From an optimization exercise on the open Yosys and OpenROAD flow, aimed at small area, a short achievable clock period and few clock cycles per item; shortcuts taken in it are not production practice.
Where RTL was checked, it was by simulation tests only, not by an equivalence proof against the original.

## run X
==> flow/design.v <==
module mem_responder (
  input  logic       clk,
  input  logic       rst,
  input  logic       f_req,
  input  logic [7:0] f_addr,
  output logic       f_ack,
  output logic [7:0] f_rdata,
  input  logic       d_req,
  input  logic       d_we,
  input  logic [7:0] d_addr,
  input  logic [7:0] d_wdata,
  output logic       d_ack,
  output logic [7:0] d_rdata,
  output logic       busy
);
  logic [255:0][7:0] mem_q;
  logic [255:0][7:0] mem_d;
  logic       f_ack_q, d_ack_q, busy_q;
  logic [7:0][3:0] f_part, d_part, f_part_q, d_part_q;
  assign f_ack   = f_ack_q;
  assign d_ack   = d_ack_q;
  assign busy    = busy_q;
  for (genvar b = 0; b < 8; b++) begin : g_out
    mr_or4 u_fo (.s(f_part_q[b]), .y(f_rdata[b]));
    mr_or4 u_do (.s(d_part_q[b]), .y(d_rdata[b]));
  end
  always_ff @(posedge clk) begin
    f_ack_q <= f_req && !rst;
    d_ack_q <= d_req && !rst;
    busy_q  <= (f_req || d_req) && !rst;
  end
  logic        wen;
  logic [15:0] w_lo, w_hi, w_lo_n, w_hi_n;
  logic [255:0] row_we, row_hold;
  assign wen    = d_req && d_we && !rst;
  assign w_lo   = 16'(1) << d_addr[3:0];
  assign w_hi   = wen ? (16'(1) << d_addr[7:4]) : 16'h0000;
  assign w_lo_n = ~w_lo;
  assign w_hi_n = ~w_hi;
  for (genvar r = 0; r < 256; r++) begin : g_row
    mr_rowdec u_dec (.lo(w_lo[r % 16]), .hi(w_hi[r / 16]),
                     .lo_n(w_lo_n[r % 16]), .hi_n(w_hi_n[r / 16]),
                     .we(row_we[r]), .hold(row_hold[r]));
    for (genvar b = 0; b < 8; b++) begin : g_bit
      mr_bitnext u_nx (.q(mem_q[r][b]), .hold(row_hold[r]),
                       .wd(d_wdata[b]), .we(row_we[r]), .d(mem_d[r][b]));
    end
  end
  always_ff @(posedge clk) begin
    for (int r = 0; r < 256; r++) mem_q[r] <= mem_d[r];
  end
  mr_rdport u_frd (.addr(f_addr), .mem(mem_q), .part(f_part));
  mr_rdport u_drd (.addr(d_addr), .mem(mem_q), .part(d_part));
  always_ff @(posedge clk) begin
    f_part_q <= f_part;
    d_part_q <= d_part;
  end
endmodule
module mr_rowdec (
  input  logic lo,
  input  logic hi,
  input  logic lo_n,
  input  logic hi_n,
  output logic we,
  output logic hold
);
  assign we   = ~(lo_n | hi_n);
  assign hold = ~(lo & hi);
endmodule
module mr_bitnext (
  input  logic q,
  input  logic hold,
  input  logic wd,
  input  logic we,
  output logic d
);
  assign d = (q & hold) | (wd & we);
endmodule
module mr_rdport (
  input  logic [7:0] addr,
  input  logic [255:0][7:0] mem,
  output logic [7:0][3:0] part
);
  logic [15:0] lo, hi;
  assign lo = 16'(1) << addr[3:0];
  assign hi = 16'(1) << addr[7:4];
  for (genvar b = 0; b < 8; b++) begin : g_bit
    logic [15:0] g_n;
    for (genvar h = 0; h < 16; h++) begin : g_grp
      logic [15:0] m;
      logic [1:0]  p;
      for (genvar w = 0; w < 16; w++) begin : g_w
        assign m[w] = mem[h*16 + w][b];
      end
      mr_sel8 u_p0 (.m(m[7:0]),  .s(lo[7:0]),  .y(p[0]));
      mr_sel8 u_p1 (.m(m[15:8]), .s(lo[15:8]), .y(p[1]));
      mr_oai21 u_g (.a1(p[0]), .a2(p[1]), .b1(hi[h]), .y(g_n[h]));
    end
    for (genvar j = 0; j < 4; j++) begin : g_sum
      mr_nand4 u_s (.a(g_n[4*j]), .b(g_n[4*j + 1]), .c(g_n[4*j + 2]),
                    .d(g_n[4*j + 3]), .y(part[b][j]));
    end
  end
endmodule
module mr_sel8 (
  input  logic [7:0] m,
  input  logic [7:0] s,
  output logic       y
);
  logic [3:0] t_n;
  for (genvar k = 0; k < 4; k++) begin : g_pair
    assign t_n[k] = ~((m[2*k] & s[2*k]) | (m[2*k + 1] & s[2*k + 1]));
  end
  assign y = ~&t_n;
endmodule
module mr_nand4 (
  input  logic a, b, c, d,
  output logic y
);
  assign y = ~(a & b & c & d);
endmodule
module mr_oai21 (
  input  logic a1, a2, b1,
  output logic y
);
  assign y = ~((a1 | a2) & b1);
endmodule
module mr_or4 (
  input  logic [3:0] s,
  output logic       y
);
  logic [1:0] n;
  mr_nor2  u_n0 (.a(s[0]), .b(s[1]), .y(n[0]));
  mr_nor2  u_n1 (.a(s[2]), .b(s[3]), .y(n[1]));
  mr_nand2 u_o  (.a(n[0]), .b(n[1]), .y(y));
endmodule
module mr_nor2 (
  input  logic a, b,
  output logic y
);
  assign y = ~(a | b);
endmodule
module mr_nand2 (
  input  logic a, b,
  output logic y
);
  assign y = ~(a & b);
endmodule
==> flow/config.mk <==
export PLATFORM = sky130hd
export DESIGN_NAME = mem_responder
export DESIGN_NICKNAME = mem_responder
export VERILOG_FILES = /design/flow/design.v
export SDC_FILE = /design/flow/constraint.sdc
export NUM_CORES = 4
export LEC_CHECK = 0
export CAP_MARGIN = 20
export CORE_MARGIN = 2
export CORE_UTILIZATION = 40
export CTS_CLUSTER_DIAMETER = 80
export CTS_CLUSTER_SIZE = 25
export SETUP_SLACK_MARGIN = 2.4
export SLEW_MARGIN = 20
export SYNTH_HIERARCHICAL = 1
export SYNTH_MINIMUM_KEEP_SIZE = 0
==> flow/constraint.sdc <==
create_clock -name core_clock -period 5.0 [get_ports {clk}]
set_input_delay 1.0000 -clock core_clock [delete_from_list [all_inputs] [get_ports {clk}]]
set_output_delay 1.0000 -clock core_clock [all_outputs]
set_load 0.01 [all_outputs]
run.sh (not shown) runs the stock make flow with config.mk's settings and CLKGATE_MAP_FILE= SYNTH_SCRIPT=/design/flow/synth_recipe.tcl, a recipe that flattens the netlist after the stock synthesis.
Testbench counts of run X, summed over its fixed seeds: cycles 3,200, items 6,400.
### run X -> run R
-- flow/design.v --
<<< run X, line 17
  logic [255:0][7:0] mem_d;
  logic       f_ack_q, d_ack_q, busy_q;
  logic [7:0][3:0] f_part, d_part, f_part_q, d_part_q;
  assign f_ack   = f_ack_q;
  assign d_ack   = d_ack_q;
  assign busy    = busy_q;
  for (genvar b = 0; b < 8; b++) begin : g_out
    mr_or4 u_fo (.s(f_part_q[b]), .y(f_rdata[b]));
    mr_or4 u_do (.s(d_part_q[b]), .y(d_rdata[b]));
  end
  always_ff @(posedge clk) begin
>>> run R, line 17
  logic [255:0][7:0] mem_d;
  logic       f_ack_q, d_ack_q, busy_q;
  logic [7:0][1:0] f_part_n, d_part_n, f_part_n_q, d_part_n_q;
  assign f_ack   = f_ack_q;
  assign d_ack   = d_ack_q;
  assign busy    = busy_q;
  for (genvar b = 0; b < 8; b++) begin : g_out
    mr_nand2 u_fo (.a(f_part_n_q[b][0]), .b(f_part_n_q[b][1]), .y(f_rdata[b]));
    mr_nand2 u_do (.a(d_part_n_q[b][0]), .b(d_part_n_q[b][1]), .y(d_rdata[b]));
  end
  always_ff @(posedge clk) begin
<<< run X, line 50
    for (int r = 0; r < 256; r++) mem_q[r] <= mem_d[r];
  end
  mr_rdport u_frd (.addr(f_addr), .mem(mem_q), .part(f_part));
  mr_rdport u_drd (.addr(d_addr), .mem(mem_q), .part(d_part));
  always_ff @(posedge clk) begin
    f_part_q <= f_part;
    d_part_q <= d_part;
  end
endmodule
>>> run R, line 50
    for (int r = 0; r < 256; r++) mem_q[r] <= mem_d[r];
  end
  mr_rdport u_frd (.addr(f_addr), .mem(mem_q), .part_n(f_part_n));
  mr_rdport u_drd (.addr(d_addr), .mem(mem_q), .part_n(d_part_n));
  always_ff @(posedge clk) begin
    f_part_n_q <= f_part_n;
    d_part_n_q <= d_part_n;
  end
endmodule
<<< run X, line 80
  input  logic [7:0] addr,
  input  logic [255:0][7:0] mem,
  output logic [7:0][3:0] part
);
  logic [15:0] lo, hi;
>>> run R, line 80
  input  logic [7:0] addr,
  input  logic [255:0][7:0] mem,
  output logic [7:0][1:0] part_n
);
  logic [15:0] lo, hi;
<<< run X, line 97
      mr_oai21 u_g (.a1(p[0]), .a2(p[1]), .b1(hi[h]), .y(g_n[h]));
    end
    for (genvar j = 0; j < 4; j++) begin : g_sum
      mr_nand4 u_s (.a(g_n[4*j]), .b(g_n[4*j + 1]), .c(g_n[4*j + 2]),
                    .d(g_n[4*j + 3]), .y(part[b][j]));
    end
  end
endmodule
>>> run R, line 97
      mr_oai21 u_g (.a1(p[0]), .a2(p[1]), .b1(hi[h]), .y(g_n[h]));
    end
    logic [3:0] s;
    for (genvar j = 0; j < 4; j++) begin : g_sum
      mr_nand4 u_s (.a(g_n[4*j]), .b(g_n[4*j + 1]), .c(g_n[4*j + 2]),
                    .d(g_n[4*j + 3]), .y(s[j]));
    end
    mr_nor2 u_n0 (.a(s[0]), .b(s[1]), .y(part_n[b][0]));
    mr_nor2 u_n1 (.a(s[2]), .b(s[3]), .y(part_n[b][1]));
  end
endmodule
<<< run X, line 126
  assign y = ~((a1 | a2) & b1);
endmodule
module mr_or4 (
  input  logic [3:0] s,
  output logic       y
);
  logic [1:0] n;
  mr_nor2  u_n0 (.a(s[0]), .b(s[1]), .y(n[0]));
  mr_nor2  u_n1 (.a(s[2]), .b(s[3]), .y(n[1]));
  mr_nand2 u_o  (.a(n[0]), .b(n[1]), .y(y));
endmodule
module mr_nor2 (
  input  logic a, b,
>>> run R, line 129
  assign y = ~((a1 | a2) & b1);
endmodule
module mr_nor2 (
  input  logic a, b,
[summary]
Relative to run X, via count of the first global-routing pass has increased by about 2.7% in run R.
Across both runs, die width was lower for run R than for run X.
Area overhead of the layout relative to synthesis in run R is 5.5 points above run X.
Relative to run X, the count of clock-buffer cells in the layout measured on run R has increased by more than 10%.
Compared with run X, run R shows largest stage delay on the critical path higher by 210 ps.
Comparing run R and run X, the higher cell total after placement is on run R.
No functional check of the RTL was part of run R.

-- afterwards: timing with drivers on the ports --
Ports are ideal in the flow. The routed layouts listed here were re-timed in OpenROAD.
Step 1: set_driving_cell puts a clkbuf_16 on clk and a buf_2 on each other input, an assumption about the parent block.
Step 2 adds t to the input delays and takes it off the output delays; t is the mean of the earliest and latest rising clock arrival at the registers after step 1. Input paths then give back, and output paths get back, about the clock's delay inside the block.
Three values: no drivers, after step 1, after step 2; two values: the first two.
run | shift t [ns] | setup WS [ns] | hold slack, ns
run X | 0.925 | 2.124 / 2.020 / 1.306 | 0.465 / 0.411 / 0.513
run R | 0.940 | 2.117 / 2.021 / 1.081 | 0.515 / 0.515 / 0.515
After both steps setup and hold are still met in every run listed. The setup slack of run R, which loses most, moves by -0.096 ns with the drivers and by -1.036 ns with both steps.
